What follows belongs to an exercise in optimizing a design on an open flow for small area, a short achievable clock period and few clock cycles per item; a production flow would make more cautious choices.
Only simulation tests tie the RTL to the original design; equivalence was not proved.

==> flow/design.v, too long to show whole: its modules and the start of the top module <==
// module operand_issue: 57 lines
// module array_multiplier: 2614 lines
// module csa_fa: 10 lines
// module csa_ha: 9 lines
// module product_fifo: 14 lines
// module word_serializer: 34 lines
// module mul_unit: 65 lines
module mul_unit (
   input  logic     clk,
   input  logic     reset,
   input  logic     op_valid,
   input  mul_pkg::operand_t op_a,
   input  mul_pkg::operand_t op_b,
   output logic     busy,
   output mul_pkg::word_t    res_word,
   output logic     res_valid,
   output logic     res_last
);
  // ...
==> flow/flow/run.sh <==
#!/bin/bash
# The standard layout, with buf_2 cells as the port buffers instead of the default
# clkdlybuf4s50_1 (smaller and faster), and timing repair aiming at a setup slack of
# SETUP_SLACK_MARGIN ns instead of 0. The make output goes to standard.log; each step
# logs into orfs/logs as usual.
set -euo pipefail
export BUFFER_PORTS_ARGS="-buffer_cell sky130_fd_sc_hd__buf_2"
export SETUP_SLACK_MARGIN=26
bash standard.sh > standard.log 2>&1
==> flow/standard.sh <==
#!/bin/bash
# synth_recipe.tcl (not shown) runs the flow's synth.tcl, then flattens the netlist and writes it again
# the make line also repeats each setting of config.mk as NAME=value (left out here)
make -C /OpenROAD-flow-scripts/flow DESIGN_CONFIG=/design/flow/config.mk WORK_HOME=/design/flow/orfs CLKGATE_MAP_FILE= SYNTH_SCRIPT=/design/flow/synth_recipe.tcl "${@:-finish}"
==> flow/config.mk <==
export PLATFORM = sky130hd
export DESIGN_NAME = mul_unit
export DESIGN_NICKNAME = mul_unit
export VERILOG_FILES = /design/flow/design.v
export SDC_FILE = /design/flow/constraint.sdc
export NUM_CORES = 4
export LEC_CHECK = 0
export ABC_AREA = 1
export CAP_MARGIN = 20
export CORE_MARGIN = 2
export CORE_UTILIZATION = 40
export SLEW_MARGIN = 20
export SYNTH_HIERARCHICAL = 1
==> flow/constraint.sdc <==
create_clock -name core_clock -period 33.0 [get_ports {clk}]
set_input_delay 6.6000 -clock core_clock [delete_from_list [all_inputs] [get_ports {clk}]]
set_output_delay 6.6000 -clock core_clock [all_outputs]
set_load 0.01 [all_outputs]
==> impl_results.md, run 1 <==
* WP data arrival at 1.03 ns
* Highest net fanout along the worst path at 2
* Met2 GRT Util at 0.395
* Wl on met1 at approximately 30,000 um
* Nets@finish at 3,306
* I/O Buffers at 133
* FF-to-FF End: word_serializer_i.res_word[31]$_DFF_P_
* Maximum number of buffers from clock root to sink at 3
* Most numerous cell in the Yosys netlist: fa_1
* Transition time at the pin with the least slew margin at 1.09 ns
* Post_cts resized at 6
* Final clock period utilization by the worst path at 0.231
* Flip-flop count of the largest register after layout at 49
* Total clock buffers created by CTS at 27
* Via count of the routed design at 19,600
* Status: finished clean
* Share of the synthesized area in compound gates (AO/OA/AOI/OAI) at 0.107
* Critical path's largest stage delay at 0.33 ns
* Top cells by instance count after synthesis: fa_1, nand2_1, xor2_1
* Cells taking the most area after synthesis: fa_1, xor2_1, dfxtp_1
* RD Place Congestion at 0.954
* Adder and majority gate portion of the synthesized area at 0.372
* Gate family responsible for the most delay along the worst path: flip-flops
* Wire length on met3 at 7180 um
* Total track usage at 0.240
* Layout non-clock buf frac at 0.0373
* Footprint of the multi-input gates at 0.0182 mm2
* Die footprint at approximately 0.065 mm2
* Total wirelength of the detailed-routed design at 77,600 um
* Critical-path cell with the highest stage delay: dfxtp_2
* Critical path startpoint: operand_issue_i.busy$_SDFF_PP0_
* Unique masters post-synth at 40
Testbench counts, summed over its fixed seeds: cycles 4,824, items 1,600.
==> run 2: changes to the inputs <==
==> flow/flow/run.sh (replaced) <==
#!/bin/bash
# The standard layout, with buf_2 cells as the port buffers instead of the default
# clkdlybuf4s50_1 (smaller and faster). Each make step logs into orfs/logs as usual; the
# make output itself goes to standard.log.
set -euo pipefail
export BUFFER_PORTS_ARGS="-buffer_cell sky130_fd_sc_hd__buf_2"
bash standard.sh > standard.log 2>&1
--- a/flow/config.mk
+++ b/flow/config.mk
@@ -10,4 +10,6 @@
 export CORE_MARGIN = 2
 export CORE_UTILIZATION = 40
+export CTS_CLUSTER_DIAMETER = 150
+export CTS_CLUSTER_SIZE = 22
 export SLEW_MARGIN = 20
 export SYNTH_HIERARCHICAL = 1
==> impl_results.md, run 2 <==
* Synthesized cell area at 0.0252 mm2
* Flop and latch count out of synthesis at 207
* Worst r2r src: operand_issue_i.sel_one[1]$_DFF_P_
* Share of synthesized registers carrying an async set or reset at 0
* Number of core rows at between 90 and 100
* Share of the synthesized area in compound gates (AO/OA/AOI/OAI) at 0.107 (unchanged)
* Final Skew at 0.0190 ns
* RSZ-0062 raised after global routing: no
* Die W at about 260 um
* Xor and xnor fraction of the mapped netlist area at 0.147
* Placed cells at 3,518
* Count of buffers added by post-CTS timing repair for setup at 0
* Count of buffer and inverter cells on the critical path at 1
* Flip-flop count of the largest register after layout at 49 (unchanged)
* Tmin final at 7.59 ns
* Gate family responsible for the most delay along the worst path: flip-flops
* Critical-path cell with the highest stage delay: dfxtp_1
* Number of antenna violations at the first check in global routing at 1
* Relative area change from synthesis to final layout at 5.50%
* WP data arrival at 0.99 ns (-0.04 ns)
* Predominant post-synthesis flop cell: dfxtp_1
* Maximum level of the CTS H-tree at 1
* Clock latency on the worst-skew pair at around 0.52 ns
* Via density per instance at roughly 5.5
* Number of max-slew violations in the final report at 0
* Sink of the worst hold path: operand_issue_i.bh_q[10]$_DFF_P_
* CTS hold repair buffers at 0
* Antenna Diode Count at 0
* Total track usage at 0.239 (-0.000691)
* Final Hold Slack at between 0.4 and 0.5 ns
* Met2 wirelength from detailed routing at ~36,000 um
* Req. time, crit path at 26.40 ns
* Nets@finish at 3,287 (-0.57%)
* Count of flip-flops with a built-in enable after synthesis at 48
* Mean area per synthesized cell at 9.25 um2
* Initial Util at 0.402
* CORE AREA at about 0.063 mm2
* Number of cells on the worst hold path at 2
* Largest regs: product_fifo_i.acc_q x49, operand_issue_i.a_q x48
* Worst hold start: operand_issue_i.bh_q[26]$_SDFF_PN0_
* Summed negative setup slack over all endpoints at 0 ns
* FF-to-FF End: word_serializer_i.res_word[31]$_DFF_P_
* Leading cell types in the layout, fill and taps excluded: fa_1, xor2_1, nand2_1
* Top cells by instance count after synthesis: fa_1, nand2_1, xor2_1
* Status: finished clean
* Most common cell after layout, fill and taps aside: fa_1
* Transition time at the pin with the least slew margin at 1.06 ns (-0.0243 ns)
* Chain of cells forming the critical path: buf_2
* Vias in the first global route at between 20,000 and 25,000
* Share of Yosys cell area claimed by the top area cell type at 0.330
* Die footprint at 0.0651 mm2 (unchanged)
* CTS Root Cell: clkbuf_16
* Clock Pin Slew Worst Setup and Hold Paths at 0.09 ns
* RD Place Congestion at 0.954 (unchanged)
* Final clock period utilization by the worst path at 0.230 (-0.00131)
* I/O Buffers at 133 (unchanged)
* Post-synthesis simple-gate area fraction at 0.0952
* Syn Inst Count at 2,727
* Wire length of the first global-routing pass at 119,000 um
* Critical Path End Type: output port
* Maximum clock rate at 0.132 GHz
* Highest net fanout along the worst path at 2 (unchanged)
* Cells on worst reg2reg path at 25
* Post_cts resized at 0 (-6)
* Seq/Total Area, Yosys at 0.183
* Boundary Pins at 134
* Number of design-rule violations left by the first detailed-router iteration at ~1,700
* Post-DR wirelength/cell at about 22 um
* Critical path's largest stage delay at 0.34 ns (about the same)
* Largest net degree at the start of global routing at 95
* Top routing layer in use: met5
* Register-to-Register Setup Slack at 26.00 ns
* Worst slew margin at 0.291
* Multiplexer share of the synthesized area at 0
* Type of the worst min-delay path: reg -> reg
* Unique masters post-synth at 40 (unchanged)
* Number of endpoints with negative hold slack in the final report at 0
* Max-capacitance violation count at 0
* Wl on met1 at 30,500 um (+0.74%)
* Yosys warns at 9
* Setup violation total in the final timing report at 0
* Antenna Violating Nets Remaining at 0
* Clock sink count at 207
* Wire length on met3 at 6980 um (-2.7%)
* Critical Path Source Type: register
* Total wirelength of the detailed-routed design at 76,600 um (-1.2%)
* Total iterations of the first detailed-routing run at 6
* Placed wire-length estimate at 55,100 um
* Remaining DRCs at 0
* Maximum number of buffers from clock root to sink at 3 (unchanged)
* Most numerous cell in the Yosys netlist: fa_1
* Die Y-Extent at approximately 260 um
* Cells taking the most area after synthesis: fa_1, xor2_1, dfxtp_1
* Crit Path Class: reg -> out
* Final cell count without fillers at 3,539
* Fraction of layout instances using a drive strength above 1 at 0.0899
* Via count of the routed design at 19,500 (-0.33%)
* Register name with the most flops: product_fifo_i.acc_q
* CTS tree: done
* GRT overflow at 0
* Library cell with the largest summed area after synthesis: fa_1
* Largest family of logic cells by synthesized area: adder cells
* Total clock buffers created by CTS at 14 (-48%)
* Adder and majority gate portion of the synthesized area at 0.372 (unchanged)
-- run 2: cell counts after synthesis --
Identical to the previous run, type by type.
-- run 2: worst max-delay path by stage --
stage | startpoint | to | slack [ns] | cells past startpoint
3_3_place_gp | op_b[5] | operand_issue_i.sel_two[3]$_DFF_P_ | 25.83 | 6
4_1_cts | operand_issue_i.busy$_SDFF_PP0_ | busy | 25.39 | 1
6_report | operand_issue_i.busy$_SDFF_PP0_ | busy | 25.41 | 1
3_5_place_dp | op_b[1] | operand_issue_i.sel_two[1]$_DFF_P_ | 25.79 | 6
5_1_grt | operand_issue_i.busy$_SDFF_PP0_ | busy | 25.35 | 1
2_1_floorplan | op_b[1] | operand_issue_i.sel_two[1]$_DFF_P_ | 26.03 | 5
-- run 2: through the flow --
stage	instance area (um2)	utilization	setup slack, ns
after global placement	26200	0.417	25.83
after detailed placement	26200	0.417	25.79
after global routing	26600	0.424	25.35
final	26600	0.424	25.41
after CTS	26600	0.424	25.39
after floorplan	25200	-	26.03
-- run 2: area by class of cell --
class | count | area, um2
Timing Repair Buffer | 166 | 917
Multi-Input combinational cell | 1949 | 18200
Clock buffer | 17 | 372
Tap cell | 846 | 1060
Sequential cell | 207 | 4640
Inverter | 350 | 1320
Clock inverter | 4 | 57.6
Fill cell | 6134 | 36100
-- run 2: metal layers --
layer / global-route usage / vias to the layer above
met3: 0.0525 / 224
li1: - / 8588
met4: 0.0912 / 2
met5: 0 / -
met1: 0.309 / 9706
met2: 0.394 / 1004
-- run 2: Yosys stat by module (local to each module, per instance), a selection --
module            cells inside  area (um2)  times used
word_serializer            280        1750           1
operand_issue              376        3710           1
csa_ha                       1        12.5          24
array_multiplier          1483        9980           1
csa_fa                       1        20.0         383
product_fifo               181        1810           1
-- run 2: cells by family after synthesis --
group / Yosys count
adders and majority gates: 500
and+or+nand+nor: 587
DFF: 207
other: 1
buffers and inverters: 578
xor gates and xnor gates: 424
AOI/OAI and AO/OA: 430
-- run 2: worst register-to-register path, delay by kind of cell, from the launching register on --
family	cells	cell delay, ns
fa+ha+maj	7	3.11
buf+inv	3	1.22
simple gates	10	0.95
xor+xnor	2	0.65
compound gates	3	0.61
flops	1	0.36
==> run 3: changes to the inputs <==
--- a/flow/config.mk
+++ b/flow/config.mk
@@ -9,5 +9,5 @@
 export CAP_MARGIN = 20
 export CORE_MARGIN = 2
-export CORE_UTILIZATION = 40
+export CORE_UTILIZATION = 70
 export CTS_CLUSTER_DIAMETER = 150
 export CTS_CLUSTER_SIZE = 22
==> impl_results.md, run 3 <==
* Cells taking the most area after synthesis: fa_1, xor2_1, dfxtp_1
* Mean area per synthesized cell at 9.25 um2 (unchanged)
* Final Skew at 0.0250 ns (+0.00601 ns)
* RSZ-0062 raised after global routing: no
* Most numerous cell in the Yosys netlist: fa_1
* Leading cell types in the layout, fill and taps excluded: fa_1, xor2_1, nand2_1
* Fin worst setup slack at 25.43 ns (+0.0213 ns)
* Clock sink count at 207 (unchanged)
* Total wirelength of the detailed-routed design at 74,500 um (-2.8%)
* Antenna Diode Count at 0 (unchanged)
* CTS hold repair buffers at 0 (unchanged)
* Share of synthesized registers carrying an async set or reset at 0 (unchanged)
* Die W at 194 um (-24%)
* Tmin final at 7.57 ns (-0.0213 ns)
* Final std cell area, no fill at 0.0261 mm2 (-1.9%)
* Summed negative setup slack over all endpoints at 0 ns (unchanged)
* Transition time at the pin with the least slew margin at 1.09 ns (+0.0228 ns)
* Final clock period utilization by the worst path at 0.229 (-0.000645)
* Critical Path End Type: output port
* Die Y-Extent at 194 um (-24%)
* Boundary Pins at 134 (unchanged)
* Relative area change from synthesis to final layout at 3.46%
* Synthesized cell area at 0.0252 mm2 (unchanged)
* Gate family responsible for the most delay along the worst path: flip-flops
* Fraction of layout instances using a drive strength above 1 at 0.0891 (-0.000743)
* Total iterations of the first detailed-routing run at 8 (+2)
* Critical-path cell with the highest stage delay: dfxtp_1
* Share of Yosys cell area claimed by the top area cell type at 0.330 (unchanged)
* Largest net degree at the start of global routing at 79 (-17%)
* CTS Root Cell: clkbuf_16
* Post-Place Worst Slack at 25.82 ns (+0.0372 ns)
* RD Place Congestion at 0.953 (about the same)
* CORE AREA at 0.0355 mm2 (-43%)
* Req. time, crit path at 26.40 ns (about the same)
* Remaining DRCs at 0 (unchanged)
* Flip-flop count of the largest register after layout at 49 (unchanged)
* Fill cell instance count of the final layout at 2,708 (-56%)
* Largest regs: product_fifo_i.acc_q x49, operand_issue_i.a_q x48
* Most common cell after layout, fill and taps aside: fa_1
* Wire length of the first global-routing pass at 117,000 um (-2.0%)
* Antenna Violating Nets Remaining at 0 (unchanged)
* Count of buffer and inverter cells on the critical path at 1 (unchanged)
* Top cells by instance count after synthesis: fa_1, nand2_1, xor2_1
* I/O Buffers at 133 (unchanged)
* Via density per instance at 6.39 (+16%)
* Via count of the routed design at 20,200 (+3.2%)
* Number of endpoints with negative hold slack in the final report at 0 (unchanged)
* Clock Pin Slew Worst Setup and Hold Paths at 0.08 ns (about the same)
* Flop and latch count out of synthesis at 207 (unchanged)
* Maximum number of buffers from clock root to sink at 3 (unchanged)
* Syn Inst Count at 2,727 (unchanged)
* Predominant post-synthesis flop cell: dfxtp_1
* Worst slew margin at 0.276 (-0.0152)
* Maximum clock rate at 0.132 GHz (+0.28%)
* Register name with the most flops: product_fifo_i.acc_q
* Initial Util at 0.711 (+0.309)
* Critical path's largest stage delay at 0.34 ns (about the same)
* Setup violation total in the final timing report at 0 (unchanged)
* Unique masters post-synth at 40 (unchanged)
* Crit Path Class: reg -> out
* Highest net fanout along the worst path at 2 (unchanged)
* Nets@finish at 3,286 (-0.030%)
* Number of core rows at 69 (-25%)
* Chain of cells forming the critical path: buf_2
* WP data arrival at 0.97 ns (-0.02 ns)
* Die footprint at 0.0376 mm2 (-42%)
* Number of max-slew violations in the final report at 0 (unchanged)
* Final Hold Slack at 0.417 ns (+0.00266 ns)
* Count of flip-flops with a built-in enable after synthesis at 48 (unchanged)
* Max-capacitance violation count at 0 (unchanged)
* Cell Area, Placed at 0.0257 mm2 (-1.8%)
* Vias in the first global route at 21,100 (+3.5%)
* Yosys warns at 9 (unchanged)
* Count of buffers added by post-CTS timing repair for setup at 0 (unchanged)
* Post-DR wirelength/cell at 23.6 um (+9.0%)
* Library cell with the largest summed area after synthesis: fa_1
* Post_cts resized at 0 (unchanged)
* CTS tree: done
* Placed wire-length estimate at 52,300 um (-5.1%)
* Maximum level of the CTS H-tree at 1 (unchanged)
* Clock latency on the worst-skew pair at 0.52 ns (about the same)
* Total clock buffers created by CTS at 13 (-1)
* Number of design-rule violations left by the first detailed-router iteration at 2,115 (+22%)
* Number of antenna violations at the first check in global routing at 0 (-1)
* Type of the worst min-delay path: reg -> reg
* Status: finished clean
* GRT overflow at 0 (unchanged)
* Critical Path Source Type: register
* Seq/Total Area, Yosys at 0.183 (unchanged)
* Total track usage at 0.401 (+0.161)
run 3: area by class of cell:
| cell class | count | area, um2 | share of cell area |
|---|---|---|---|
| clock inverter | 3 | 35.0 | 0.00134 |
| inverter | 350 | 1320 | 0.0507 |
| clock buffer | 18 | 365 | 0.0140 |
| timing repair buffer | 166 | 913 | 0.0350 |
| tap | 461 | 577 | 0.0221 |
| sequential | 207 | 4640 | 0.178 |
| multi-input combinational | 1949 | 18200 | 0.699 |
run 3: final timing paths:
kind / from / end / slack (ns) / cells past startpoint
max reg2reg: operand_issue_i.sel_two[3]$_DFF_P_ / word_serializer_i.res_word[25]$_DFF_P_ / 26.38 / 24
min reg2reg: operand_issue_i.bh_q[20]$_SDFF_PN0_ / operand_issue_i.bh_q[4]$_DFF_P_ / 0.42 / 2
min: operand_issue_i.bh_q[20]$_SDFF_PN0_ / operand_issue_i.bh_q[4]$_DFF_P_ / 0.42 / 2
max: operand_issue_i.busy$_SDFF_PP0_ / busy / 25.43 / 1
run 3: layer usage:
metal  vias to the layer above  part of all wire  GRT usage
met5                         -                 0          0
met4                         0             0.073      0.255
met3                       331              0.12     0.0861
met2                      1453              0.45      0.608
met1                      9780              0.36      0.527
li1                       8589                 -          -
run 3: per-module statistics from Yosys (local to each module, per instance), excerpt:
module            cells  times used
word_serializer     280           1
operand_issue       376           1
array_multiplier   1483           1
csa_fa                1         383
csa_ha                1          24
product_fifo        181           1
run 3: metrics by stage:
stage                      util  cells
after floorplan               -   2734
after global placement    0.724   3133
after detailed placement  0.724   3133
after CTS                 0.735   3154
after global routing      0.735   3154
final                     0.735   3154
run 3: cells by family (layout without fill, tap and decap cells):
logic type                 after synthesis  after routing  share of synthesized area
and+or+nand+nor                        587            587                     0.0952
buffers and inverters                  578            537                     0.0948
adders and majority gates              500            500                      0.372
AOI/OAI and AO/OA                      430            430                      0.107
xor gates and xnor gates               424            424                      0.147
DFF                                    207            207                      0.183
other                                    1              8                   0.000149
==> run 4: changes to the inputs <==
--- a/flow/config.mk
+++ b/flow/config.mk
@@ -9,5 +9,5 @@
 export CAP_MARGIN = 20
 export CORE_MARGIN = 2
-export CORE_UTILIZATION = 70
+export CORE_UTILIZATION = 55
 export CTS_CLUSTER_DIAMETER = 150
 export CTS_CLUSTER_SIZE = 22
==> impl_results.md, run 4 <==
* Status: finished clean
* Clock Pin Slew Worst Setup and Hold Paths at 0.10 ns (+0.02 ns)
* Post-DR wirelength/cell at 23.3 um (-1.1%)
* Maximum number of buffers from clock root to sink at 3 (unchanged)
* Seq/Total Area, Yosys at 0.183 (unchanged)
* Via density per instance at 5.98 (-6.3%)
* Final Skew at 0.0399 ns (+0.0149 ns)
* Summed negative setup slack over all endpoints at 0 ns (unchanged)
* Critical Path Source Type: register
* Antenna Violating Nets Remaining at 0 (unchanged)
* Largest net degree at the start of global routing at 78 (-1.3%)
* Count of buffers added by post-CTS timing repair for setup at 0 (unchanged)
* Share of the synthesized area in compound gates (AO/OA/AOI/OAI) at 0.107 (unchanged)
* Adder and majority gate portion of the synthesized area at 0.372 (unchanged)
* Tmin final at 7.59 ns (+0.0283 ns)
* Type of the worst min-delay path: reg -> reg
* Final clock period utilization by the worst path at 0.230 (+0.000858)
* Vias in the first global route at 20,900 (-0.86%)
* Highest net fanout along the worst path at 1 (-1)
* Wire length of the first global-routing pass at 120,000 um (+3.2%)
* WP data arrival at 0.99 ns (+0.02 ns)
* Largest regs: product_fifo_i.acc_q x49, operand_issue_i.a_q x48
* Xor and xnor fraction of the mapped netlist area at 0.147 (unchanged)
* Initial Util at 0.557 (-0.154)
* Number of design-rule violations left by the first detailed-router iteration at 1,769 (-16%)
* Number of endpoints with negative hold slack in the final report at 0 (unchanged)
* Most numerous cell in the Yosys netlist: fa_1
* Yosys warns at 9 (unchanged)
* Number of antenna violations at the first check in global routing at 1 (+1)
* I/O Buffers at 133 (unchanged)
* Synthesized cell area at 0.0252 mm2 (unchanged)
* Via count of the routed design at 19,700 (-2.1%)
* Mean area per synthesized cell at 9.25 um2 (unchanged)
* Maximum clock rate at 0.132 GHz (-0.37%)
* Maximum level of the CTS H-tree at 1 (unchanged)
* Count of flip-flops with a built-in enable after synthesis at 48 (unchanged)
* Library cell with the largest summed area after synthesis: fa_1
* Flip-flop count of the largest register after layout at 49 (unchanged)
* CTS tree: done
* Chain of cells forming the critical path: buf_2
* Critical path's largest stage delay at 0.33 ns (about the same)
* Count of buffer and inverter cells on the critical path at 1 (unchanged)
* Relative area change from synthesis to final layout at 4.31%
* Fraction of the core area covered by cells at the end of the flow at 0.581 (-0.154)
* Multiplexer share of the synthesized area at 0 (unchanged)
* Crit Path Class: reg -> out
* Fin worst setup slack at 25.41 ns (-0.0283 ns)
* Transition time at the pin with the least slew margin at 1.13 ns (+0.0406 ns)
* Die Y-Extent at 218 um (+13%)
* Setup violation total in the final timing report at 0 (unchanged)
* GRT overflow at 0 (unchanged)
* Gate family responsible for the most delay along the worst path: flip-flops
* RD Place Congestion at 0.911 (-4.4%)
* Max-capacitance violation count at 0 (unchanged)
* Register name with the most flops: product_fifo_i.acc_q
* CTS Root Cell: clkbuf_16
* Fraction of layout instances using a drive strength above 1 at 0.0908 (+0.00172)
* Leading cell types in the layout, fill and taps excluded: fa_1, xor2_1, nand2_1
* Total wirelength of the detailed-routed design at 77,000 um (+3.4%)
* Number of core rows at 78 (+13%)
* Post_cts resized at 0 (unchanged)
* Total iterations of the first detailed-routing run at 5 (-3)
* CORE AREA at 0.0453 mm2 (+28%)
* Most common cell after layout, fill and taps aside: fa_1
* Nets@finish at 3,290 (+0.12%)
* Die W at 218 um (+13%)
* Unique masters post-synth at 40 (unchanged)
* Critical-path cell with the highest stage delay: dfxtp_1
* Req. time, crit path at 26.40 ns (about the same)
* Share of Yosys cell area claimed by the top area cell type at 0.330 (unchanged)
* Flop and latch count out of synthesis at 207 (unchanged)
* Cells taking the most area after synthesis: fa_1, xor2_1, dfxtp_1
* Boundary Pins at 134 (unchanged)
* Clock latency on the worst-skew pair at 0.54 ns (+0.02 ns)
* Total clock buffers created by CTS at 14 (+1)
* Post-synthesis simple-gate area fraction at 0.0952 (unchanged)
* Share of synthesized registers carrying an async set or reset at 0 (unchanged)
* Critical Path End Type: output port
* RSZ-0062 raised after global routing: no
* Top cells by instance count after synthesis: fa_1, nand2_1, xor2_1
* Placed wire-length estimate at 54,200 um (+3.6%)
* Number of max-slew violations in the final report at 0 (unchanged)
* CTS hold repair buffers at 0 (unchanged)
* Post-Place Worst Slack at 25.82 ns (-0.00420 ns)
* Clock sink count at 207 (unchanged)
* Die footprint at 0.0476 mm2 (+27%)
* Remaining DRCs at 0 (unchanged)
* Largest family of logic cells by synthesized area: adder cells
* Predominant post-synthesis flop cell: dfxtp_1
* Total track usage at 0.333 (-0.0678)
* Worst slew margin at 0.249 (-0.0271)
* Syn Inst Count at 2,727 (unchanged)
[run 4: cell counts after synthesis]
No cell type changed its count.
[run 4: cells by family (layout without fill, tap and decap cells)]
logic type,after synthesis,count (layout)
simple gates,587,587
buf+inv,578,541
fa+ha+maj,500,500
compound gates,430,430
xor+xnor,424,424
flops,207,207
other cells,1,9
[run 4: final timing paths]
| path | startpoint | endpoint | slack (ns) | cells after the start |
|---|---|---|---|---|
| max | word_serializer_i.res_word[25]$_DFF_P_ | res_word[25] | 25.41 | 1 |
| min | operand_issue_i.bh_q[16]$_SDFF_PN0_ | operand_issue_i.bh_q[0]$_DFF_P_ | 0.42 | 2 |
| max reg2reg | operand_issue_i.sel_two[1]$_DFF_P_ | word_serializer_i.res_word[31]$_DFF_P_ | 26.04 | 25 |
| min reg2reg | operand_issue_i.bh_q[16]$_SDFF_PN0_ | operand_issue_i.bh_q[0]$_DFF_P_ | 0.42 | 2 |
[run 4: layer usage]
| metal | up-vias | part of all wire | global-route usage |
|---|---|---|---|
| met4 | 0 | 0.057 | 0.177 |
| met2 | 1030 | 0.47 | 0.529 |
| met1 | 9866 | 0.39 | 0.440 |
| met5 | - | 0 | 0 |
| li1 | 8603 | - | - |
| met3 | 239 | 0.086 | 0.0515 |
[run 4: Yosys stat by module (local to each module, per instance), excerpt]
module	copies in the design	cells inside	flip-flops and latches	area, um2
product_fifo	1	181	64	1810
word_serializer	1	280	35	1750
csa_ha	24	1	0	12.5
csa_fa	383	1	0	20.0
operand_issue	1	376	108	3710
array_multiplier	1	1483	0	9980
[run 4: layout make-up]
type                            count  area (um2)
Clock inverter                      5        53.8
Sequential cell                   207        4640
Timing Repair Buffer              169         936
Antenna cell                        1        2.50
Tap cell                          600         751
Multi-Input combinational cell   1949       18200
Clock buffer                       17         362
Inverter                          350        1320
Fill cell                        4098       19000
[run 4: through the flow]
stage	area [um2]	cells	hold slack [ns]
3_3_place_gp	25900	3275	0.404
4_1_cts	26300	3297	0.425
5_1_grt	26300	3298	0.452
6_report	26300	3298	0.420
2_1_floorplan	25200	2734	0.396
3_5_place_dp	25900	3275	0.405
==> run 5: changes to the inputs <==
--- a/flow/config.mk
+++ b/flow/config.mk
@@ -9,7 +9,5 @@
 export CAP_MARGIN = 20
 export CORE_MARGIN = 2
-export CORE_UTILIZATION = 55
-export CTS_CLUSTER_DIAMETER = 150
-export CTS_CLUSTER_SIZE = 22
+export CORE_UTILIZATION = 40
 export SLEW_MARGIN = 20
 export SYNTH_HIERARCHICAL = 1
==> impl_results.md, run 5 <==
* Status: finished clean
* Setup violation total in the final timing report at 0 (unchanged)
* Seq/Total Area, Yosys at 0.183 (unchanged)
* Via density per instance at 5.51 (-8.0%)
* Tmin final at 7.65 ns (+0.0554 ns)
* Clock Pin Slew Worst Setup and Hold Paths at 0.06 ns (-0.04 ns)
* Met2 wirelength from detailed routing at 36,100 um (+0.76%)
* Library cell with the largest summed area after synthesis: fa_1
* Nets@finish at 3,300 (+0.30%)
* Wl on met1 at 30,400 um (+0.73%)
* Maximum level of the CTS H-tree at 1 (unchanged)
* Highest net fanout along the worst path at 2 (+1)
* Final Skew at 0.0213 ns (-0.0185 ns)
* Total wirelength of the detailed-routed design at 77,000 um (about the same)
* Placed wire-length estimate at 55,100 um (+1.7%)
* Critical path's largest stage delay at 0.33 ns (about the same)
* Flip-flop count of the largest register after layout at 49 (unchanged)
* Boundary Pins at 134 (unchanged)
* Via count of the routed design at 19,600 (-0.54%)
* Number of max-slew violations in the final report at 0 (unchanged)
* Maximum number of buffers from clock root to sink at 3 (unchanged)
* Register-to-Register Setup Slack at 26.02 ns (-0.02 ns)
* Fraction of the core area covered by cells at the end of the flow at 0.431 (-0.150)
* Number of core rows at 92 (+18%)
* WP data arrival at 1.05 ns (+0.06 ns)
* Critical Path End Type: output port
* Gate family responsible for the most delay along the worst path: flip-flops
* RSZ-0062 raised after global routing: no
* Clock latency on the worst-skew pair at 0.60 ns (+0.06 ns)
* Register name with the most flops: product_fifo_i.acc_q
* I/O Buffers at 133 (unchanged)
* Max-capacitance violation count at 0 (unchanged)
* Final clock period utilization by the worst path at 0.232 (+0.00168)
* GRT overflow at 0 (unchanged)
* Count of flip-flops with a built-in enable after synthesis at 48 (unchanged)
* Register Area at 0.00464 mm2 (unchanged)
* Unique masters post-synth at 40 (unchanged)
* Die W at 255 um (+17%)
* RD Place Congestion at 0.954 (+4.7%)
* Worst slew margin at 0.280 (+0.0304)
* Transition time at the pin with the least slew margin at 1.08 ns (-0.0456 ns)
* Initial Util at 0.402 (-0.155)
* CORE AREA at 0.0627 mm2 (+39%)
* Relative area change from synthesis to final layout at 7.31%
* Wire length of the first global-routing pass at 120,000 um (-0.71%)
* Vias in the first global route at 20,600 (-1.4%)
* Syn Inst Count at 2,727 (unchanged)
* Yosys warns at 9 (unchanged)
* CTS hold repair buffers at 0 (unchanged)
* Die Y-Extent at 255 um (+17%)
* Total track usage at 0.240 (-0.0925)
* Critical-path cell with the highest stage delay: dfxtp_1
* Wire length on met3 at 6840 um (+3.9%)
* Antenna Diode Count at 0 (-1)
* Type of the worst min-delay path: reg -> reg
* Leading cell types in the layout, fill and taps excluded: fa_1, xor2_1, nand2_1
* Cell Area, Placed at 0.0262 mm2 (+1.1%)
* Req. time, crit path at 26.40 ns (about the same)
* Synthesized cell area at 0.0252 mm2 (unchanged)
* CTS Root Cell: clkbuf_16
* Post_cts resized at 0 (unchanged)
* Fraction of layout instances using a drive strength above 1 at 0.0975 (+0.00662)
* Most common cell after layout, fill and taps aside: fa_1
* Top routing layer in use: met4
* Cells taking the most area after synthesis: fa_1, xor2_1, dfxtp_1
* Critical Path Source Type: register
* Footprint of the multi-input gates at 0.0182 mm2 (unchanged)
* Total iterations of the first detailed-routing run at 5 (unchanged)
* Number of design-rule violations left by the first detailed-router iteration at 1,634 (-7.6%)
* Share of Yosys cell area claimed by the top area cell type at 0.330 (unchanged)
* Die footprint at 0.0651 mm2 (+37%)
* Chain of cells forming the critical path: buf_2
* Flop and latch count out of synthesis at 207 (unchanged)
* Fill cell instance count of the final layout at 6,084 (+48%)
* Number of antenna violations at the first check in global routing at 0 (-1)
* Remaining DRCs at 0 (unchanged)
* Count of buffers added by post-CTS timing repair for setup at 0 (unchanged)
* Antenna Violating Nets Remaining at 0 (unchanged)
* Clock sink count at 207 (unchanged)
* Top cells by instance count after synthesis: fa_1, nand2_1, xor2_1
* Crit Path Class: reg -> out
* CTS tree: done
* Count of buffer and inverter cells on the critical path at 1 (unchanged)
* Post-DR wirelength/cell at 21.6 um (-7.5%)
* Largest net degree at the start of global routing at 95 (+22%)
* Final std cell area, no fill at 0.0271 mm2 (+2.9%)
* Most numerous cell in the Yosys netlist: fa_1
* Summed negative setup slack over all endpoints at 0 ns (unchanged)
* Number of endpoints with negative hold slack in the final report at 0 (unchanged)
* Share of synthesized registers carrying an async set or reset at 0 (unchanged)
* Maximum clock rate at 0.131 GHz (-0.72%)
* Predominant post-synthesis flop cell: dfxtp_1
* Mean area per synthesized cell at 9.25 um2 (unchanged)
* Largest regs: product_fifo_i.acc_q x49, operand_issue_i.a_q x48
* Total clock buffers created by CTS at 27 (+13)
[run 5: worst paths after layout]
| check | from | cells past startpoint | endpoint |
|---|---|---|---|
| setup / recovery | operand_issue_i.busy$_SDFF_PP0_ | 1 | busy |
| hold / removal | operand_issue_i.bh_q[30]$_SDFF_PN0_ | 2 | operand_issue_i.bh_q[14]$_DFF_P_ |
| setup reg to reg | operand_issue_i.sel_one[1]$_DFF_P_ | 25 | word_serializer_i.res_word[31]$_DFF_P_ |
| hold reg to reg | operand_issue_i.bh_q[30]$_SDFF_PN0_ | 2 | operand_issue_i.bh_q[14]$_DFF_P_ |
[run 5: through the flow]
| stage | instances | hold WS [ns] | setup WS (ns) |
|---|---|---|---|
| final | 3565 | 0.415 | 25.35 |
| after global routing | 3565 | 0.437 | 25.29 |
| after CTS | 3565 | 0.418 | 25.31 |
| after detailed placement | 3518 | 0.403 | 25.79 |
| after global placement | 3518 | 0.400 | 25.83 |
| after floorplan | 2734 | 0.396 | 26.03 |
[run 5: per-module statistics from Yosys, one instance, submodules excluded, a selection]
module,flops+latches,cell area [um2]
array_multiplier,0,9980
operand_issue,108,3710
product_fifo,64,1810
word_serializer,35,1750
csa_fa,0,20.0
csa_ha,0,12.5
[run 5: cells by family after synthesis]
family / count (synthesis) / share of synthesized area
AND/OR/NAND/NOR: 587 / 0.0952
buffers and inverters: 578 / 0.0948
adder cells (fa/ha/maj): 500 / 0.372
AO/OA/AOI/OAI: 430 / 0.107
XOR/XNOR: 424 / 0.147
flip-flops: 207 / 0.183
other: 1 / 0.000149
[run 5: tightest hold or removal path: stages (launching register included)]
cell     delay, ns
dfxtp_1       0.30
nand2_1       0.05
nand2_1       0.05
[run 5: final cells by class]
cell class              instances  area share
clock buffers                  34      0.0275
clock inverters                13     0.00523
inverters                     350      0.0488
multi-input cells            1949       0.674
flip-flops and latches        207       0.171
well taps                     846      0.0391
repair buffers                166      0.0339
[run 5: metal layers]
| metal | up-vias | track usage |
|---|---|---|
| met5 | - | 0 |
| met4 | 0 | 0.104 |
| met3 | 242 | 0.0504 |
| met2 | 1042 | 0.394 |
| met1 | 9718 | 0.306 |
| li1 | 8630 | - |
==> run 6: changes to the inputs <==
==> flow/flow/run.sh (replaced) <==
#!/bin/bash
# The standard layout with smaller, faster port buffers: buffer_ports inserts buf_2 cells
# instead of the default clkdlybuf4s50_1, and after global placement the input ports'
# buffers become buf_1 cells (flow/small_inbuf.tcl). Every port keeps its buffer.
# The make output goes to standard.log; each step logs into orfs/logs as usual.
set -euo pipefail
export BUFFER_PORTS_ARGS="-buffer_cell sky130_fd_sc_hd__buf_2"
export POST_GLOBAL_PLACE_TCL="$(pwd)/flow/small_inbuf.tcl"
bash standard.sh > standard.log 2>&1
==> flow/flow/small_inbuf.tcl (new file) <==
# Sourced after global placement (POST_GLOBAL_PLACE_TCL). The port buffers are buf_2 cells;
# the input ports' buffers each drive a register input or a gate close by and have plenty of
# slack, so they become buf_1 cells. Output port buffers stay buf_2.
set block [ord::get_db_block]
set n 0
foreach bt [$block getBTerms] {
  if {[$bt getIoType] ne "INPUT" || [$bt getName] eq "clk"} { continue }
  set net [$bt getNet]
  foreach it [$net getITerms] {
    set inst [$it getInst]
    if {[[$inst getMaster] getName] eq "sky130_fd_sc_hd__buf_2"} {
      replace_cell [$inst getName] sky130_fd_sc_hd__buf_1
      incr n
    }
  }
}
puts "small_inbuf: $n input port buffers are now buf_1"
--- a/flow/config.mk
+++ b/flow/config.mk
@@ -10,4 +10,6 @@
 export CORE_MARGIN = 2
 export CORE_UTILIZATION = 40
+export CTS_CLUSTER_DIAMETER = 150
+export CTS_CLUSTER_SIZE = 22
 export SLEW_MARGIN = 20
 export SYNTH_HIERARCHICAL = 1
==> impl_results.md, run 6 <==
* Count of buffers added by post-CTS timing repair for setup at 0 (unchanged)
* Gate family responsible for the most delay along the worst path: flip-flops
* Final clock period utilization by the worst path at 0.230 (-0.00198)
* Crit Path Class: reg -> out
* Number of design-rule violations left by the first detailed-router iteration at 1,844 (+13%)
* Count of buffer and inverter cells on the critical path at 1 (unchanged)
* Most numerous cell in the Yosys netlist: fa_1
* Number of max-slew violations in the final report at 0 (unchanged)
* Die W at 255 um (unchanged)
* Yosys warns at 9 (unchanged)
* Initial Util at 0.402 (unchanged)
* Mean area per synthesized cell at 9.25 um2 (unchanged)
* Remaining DRCs at 0 (unchanged)
* Most common cell after layout, fill and taps aside: fa_1
* GRT overflow at 0 (unchanged)
* Nets@finish at 3,287 (-0.39%)
* Fraction of the core area covered by cells at the end of the flow at 0.422 (-0.00931)
* Die Y-Extent at 255 um (unchanged)
* Post_cts resized at 0 (unchanged)
* Vias in the first global route at 20,600 (-0.26%)
* Post-DR wirelength/cell at 21.5 um (-0.17%)
* Type of the worst min-delay path: reg -> reg
* Share of synthesized registers carrying an async set or reset at 0 (unchanged)
* Wire length of the first global-routing pass at 120,000 um (about the same)
* Critical Path Source Type: register
* Status: finished clean
* Relative area change from synthesis to final layout at 4.99%
* Clock latency on the worst-skew pair at 0.53 ns (-0.07 ns)
* Antenna Violating Nets Remaining at 0 (unchanged)
* I/O Buffers at 133 (unchanged)
* Setup violation total in the final timing report at 0 (unchanged)
* Synthesized cell area at 0.0252 mm2 (unchanged)
* Transition time at the pin with the least slew margin at 1.09 ns (+0.0117 ns)
* Total clock buffers created by CTS at 14 (-48%)
* Critical Path End Type: output port
* Boundary Pins at 134 (unchanged)
* WP data arrival at 0.98 ns (-0.07 ns)
* Largest net degree at the start of global routing at 95 (unchanged)
* Flop and latch count out of synthesis at 207 (unchanged)
* Flip-flop count of the largest register after layout at 49 (unchanged)
* CTS Root Cell: clkbuf_16
* Library cell with the largest summed area after synthesis: fa_1
* Count of flip-flops with a built-in enable after synthesis at 48 (unchanged)
* Highest net fanout along the worst path at 2 (unchanged)
* Maximum clock rate at 0.132 GHz (+0.86%)
* Register Area at 0.00464 mm2 (unchanged)
* Clock sink count at 207 (unchanged)
* Number of antenna violations at the first check in global routing at 1 (+1)
* Largest regs: product_fifo_i.acc_q x49, operand_issue_i.a_q x48
* Clock Pin Slew Worst Setup and Hold Paths at 0.09 ns (+0.03 ns)
* Critical path's largest stage delay at 0.34 ns (about the same)
* Via count of the routed design at 19,700 (+0.23%)
* Unique masters post-synth at 40 (unchanged)
* Maximum level of the CTS H-tree at 1 (unchanged)
* Total iterations of the first detailed-routing run at 5 (unchanged)
* Worst slew margin at 0.272 (-0.00781)
* Register name with the most flops: product_fifo_i.acc_q
* Final Skew at 0.0227 ns (+0.00135 ns)
* Via density per instance at 5.56 (+0.94%)
* Req. time, crit path at 26.40 ns (about the same)
* Share of Yosys cell area claimed by the top area cell type at 0.330 (unchanged)
* CTS hold repair buffers at 0 (unchanged)
* Tmin final at 7.58 ns (-0.0655 ns)
* Syn Inst Count at 2,727 (unchanged)
* Chain of cells forming the critical path: buf_2
* Max-capacitance violation count at 0 (unchanged)
* Fraction of layout instances using a drive strength above 1 at 0.0535 (-0.0440)
* CORE AREA at 0.0627 mm2 (unchanged)
* Total wirelength of the detailed-routed design at 76,300 um (-0.87%)
* Total track usage at 0.239 (-0.000718)
* Footprint of the multi-input gates at 0.0182 mm2 (unchanged)
* Maximum number of buffers from clock root to sink at 3 (unchanged)
* CTS tree: done
* Cells taking the most area after synthesis: fa_1, xor2_1, dfxtp_1
* Die footprint at 0.0651 mm2 (unchanged)
* Number of core rows at 92 (unchanged)
* Final Hold Slack at 0.418 ns (+0.00288 ns)
* Placed wire-length estimate at 55,200 um (about the same)
* Summed negative setup slack over all endpoints at 0 ns (unchanged)
* Predominant post-synthesis flop cell: dfxtp_1
* Fill cell instance count of the final layout at 6,129 (+0.74%)
* Leading cell types in the layout, fill and taps excluded: fa_1, xor2_1, nand2_1
* Number of endpoints with negative hold slack in the final report at 0 (unchanged)
* Critical-path cell with the highest stage delay: dfxtp_1
* Seq/Total Area, Yosys at 0.183 (unchanged)
* Top cells by instance count after synthesis: fa_1, nand2_1, xor2_1
* RSZ-0062 raised after global routing: no
-- run 6: kinds of logic after synthesis --
logic type / count (synthesis) / share of synthesized area
AO/OA/AOI/OAI: 430 / 0.107
buffers and inverters: 578 / 0.0948
other: 1 / 0.000149
AND/OR/NAND/NOR: 587 / 0.0952
XOR/XNOR: 424 / 0.147
adder cells (fa/ha/maj): 500 / 0.372
flip-flops: 207 / 0.183
-- run 6: metrics by stage --
step                      worst slack [ns]  cells  instance area, um2
after floorplan                      26.03   2734               25200
after detailed placement             25.79   3518               26000
after global routing                 25.36   3539               26500
final                                25.42   3540               26500
after global placement               25.83   3518               26200
after CTS                            25.38   3539               26500
-- run 6: modules after synthesis (local to each module, per instance), excerpt --
module            cell area [um2]  cells inside  flip-flops and latches  copies in the design
csa_fa                       20.0             1                       0                   383
operand_issue                3710           376                     108                     1
array_multiplier             9980          1483                       0                     1
product_fifo                 1810           181                      64                     1
word_serializer              1750           280                      35                     1
csa_ha                       12.5             1                       0                    24
-- run 6: tightest hold or removal path, stage by stage, from the launching register on --
cell     delay (ns)
dfxtp_1        0.31
nand2_1        0.05
nand2_1        0.04
-- run 6: layout make-up --
class | count | area share
diodes | 1 | 0.0000945
clock buffers | 16 | 0.0135
clock inverters | 5 | 0.00236
inverters | 350 | 0.0499
multi-input cells | 1949 | 0.689
flip-flops and latches | 207 | 0.175
well taps | 846 | 0.0400
repair buffers | 166 | 0.0300
-- run 6: final timing paths --
check / startpoint / cells past startpoint / slack, ns / end
min: operand_issue_i.bh_q[26]$_SDFF_PN0_ / 2 / 0.42 / operand_issue_i.bh_q[10]$_DFF_P_
min reg2reg: operand_issue_i.bh_q[26]$_SDFF_PN0_ / 2 / 0.42 / operand_issue_i.bh_q[10]$_DFF_P_
max: operand_issue_i.busy$_SDFF_PP0_ / 1 / 25.42 / busy
max reg2reg: operand_issue_i.sel_two[2]$_DFF_P_ / 25 / 26.01 / word_serializer_i.res_word[31]$_DFF_P_
-- run 6: routing by layer --
metal,track usage,part of all wire
met4,0.0929,0.045
met1,0.311,0.40
met2,0.394,0.47
met5,0,0.00017
met3,0.0487,0.088

[afterwards: timing with drivers on the ports]
How much do the figures lean on ideal ports? The routed layouts below were timed once more, with nothing changed but the port constraints. Step 1 (the two cells are an assumption about what drives the block):
set clk [get_ports {clk}]
set_driving_cell -lib_cell sky130_fd_sc_hd__clkbuf_16 $clk
set_driving_cell -lib_cell sky130_fd_sc_hd__buf_2 [delete_from_list [all_inputs] $clk]
Step 2 also shifts input and output timing later by t, the mid clock arrival at the registers, as if the neighbouring blocks saw the same clock. Slacks: ideal / step 1 / step 2; pairs: ideal / step 1.
run	t (ns)	setup slack, ns	worst hold slack (ns)	worst setup path at the end	pins driven straight from the clock port
run 1	0.649	25.369 / 25.306 / 25.794	0.414 / 0.414 / 0.414	input to register	1
run 2	0.577	25.412 / 25.350 / 25.808	0.414 / 0.414 / 0.414	input to register	1
run 3	0.567	25.433 / 25.374 / 25.797	0.417 / 0.417 / 0.417	input to register	1
run 4	0.575	25.405 / 25.347 / 25.810	0.420 / 0.420 / 0.420	input to register	1
run 5	0.649	25.350 / 25.287 / 25.790	0.415 / 0.415 / 0.415	input to register	1
run 6	0.577	25.415 / 25.356 / 25.794	0.418 / 0.418 / 0.418	input to register	1
After both steps setup and hold are still met in every run listed.
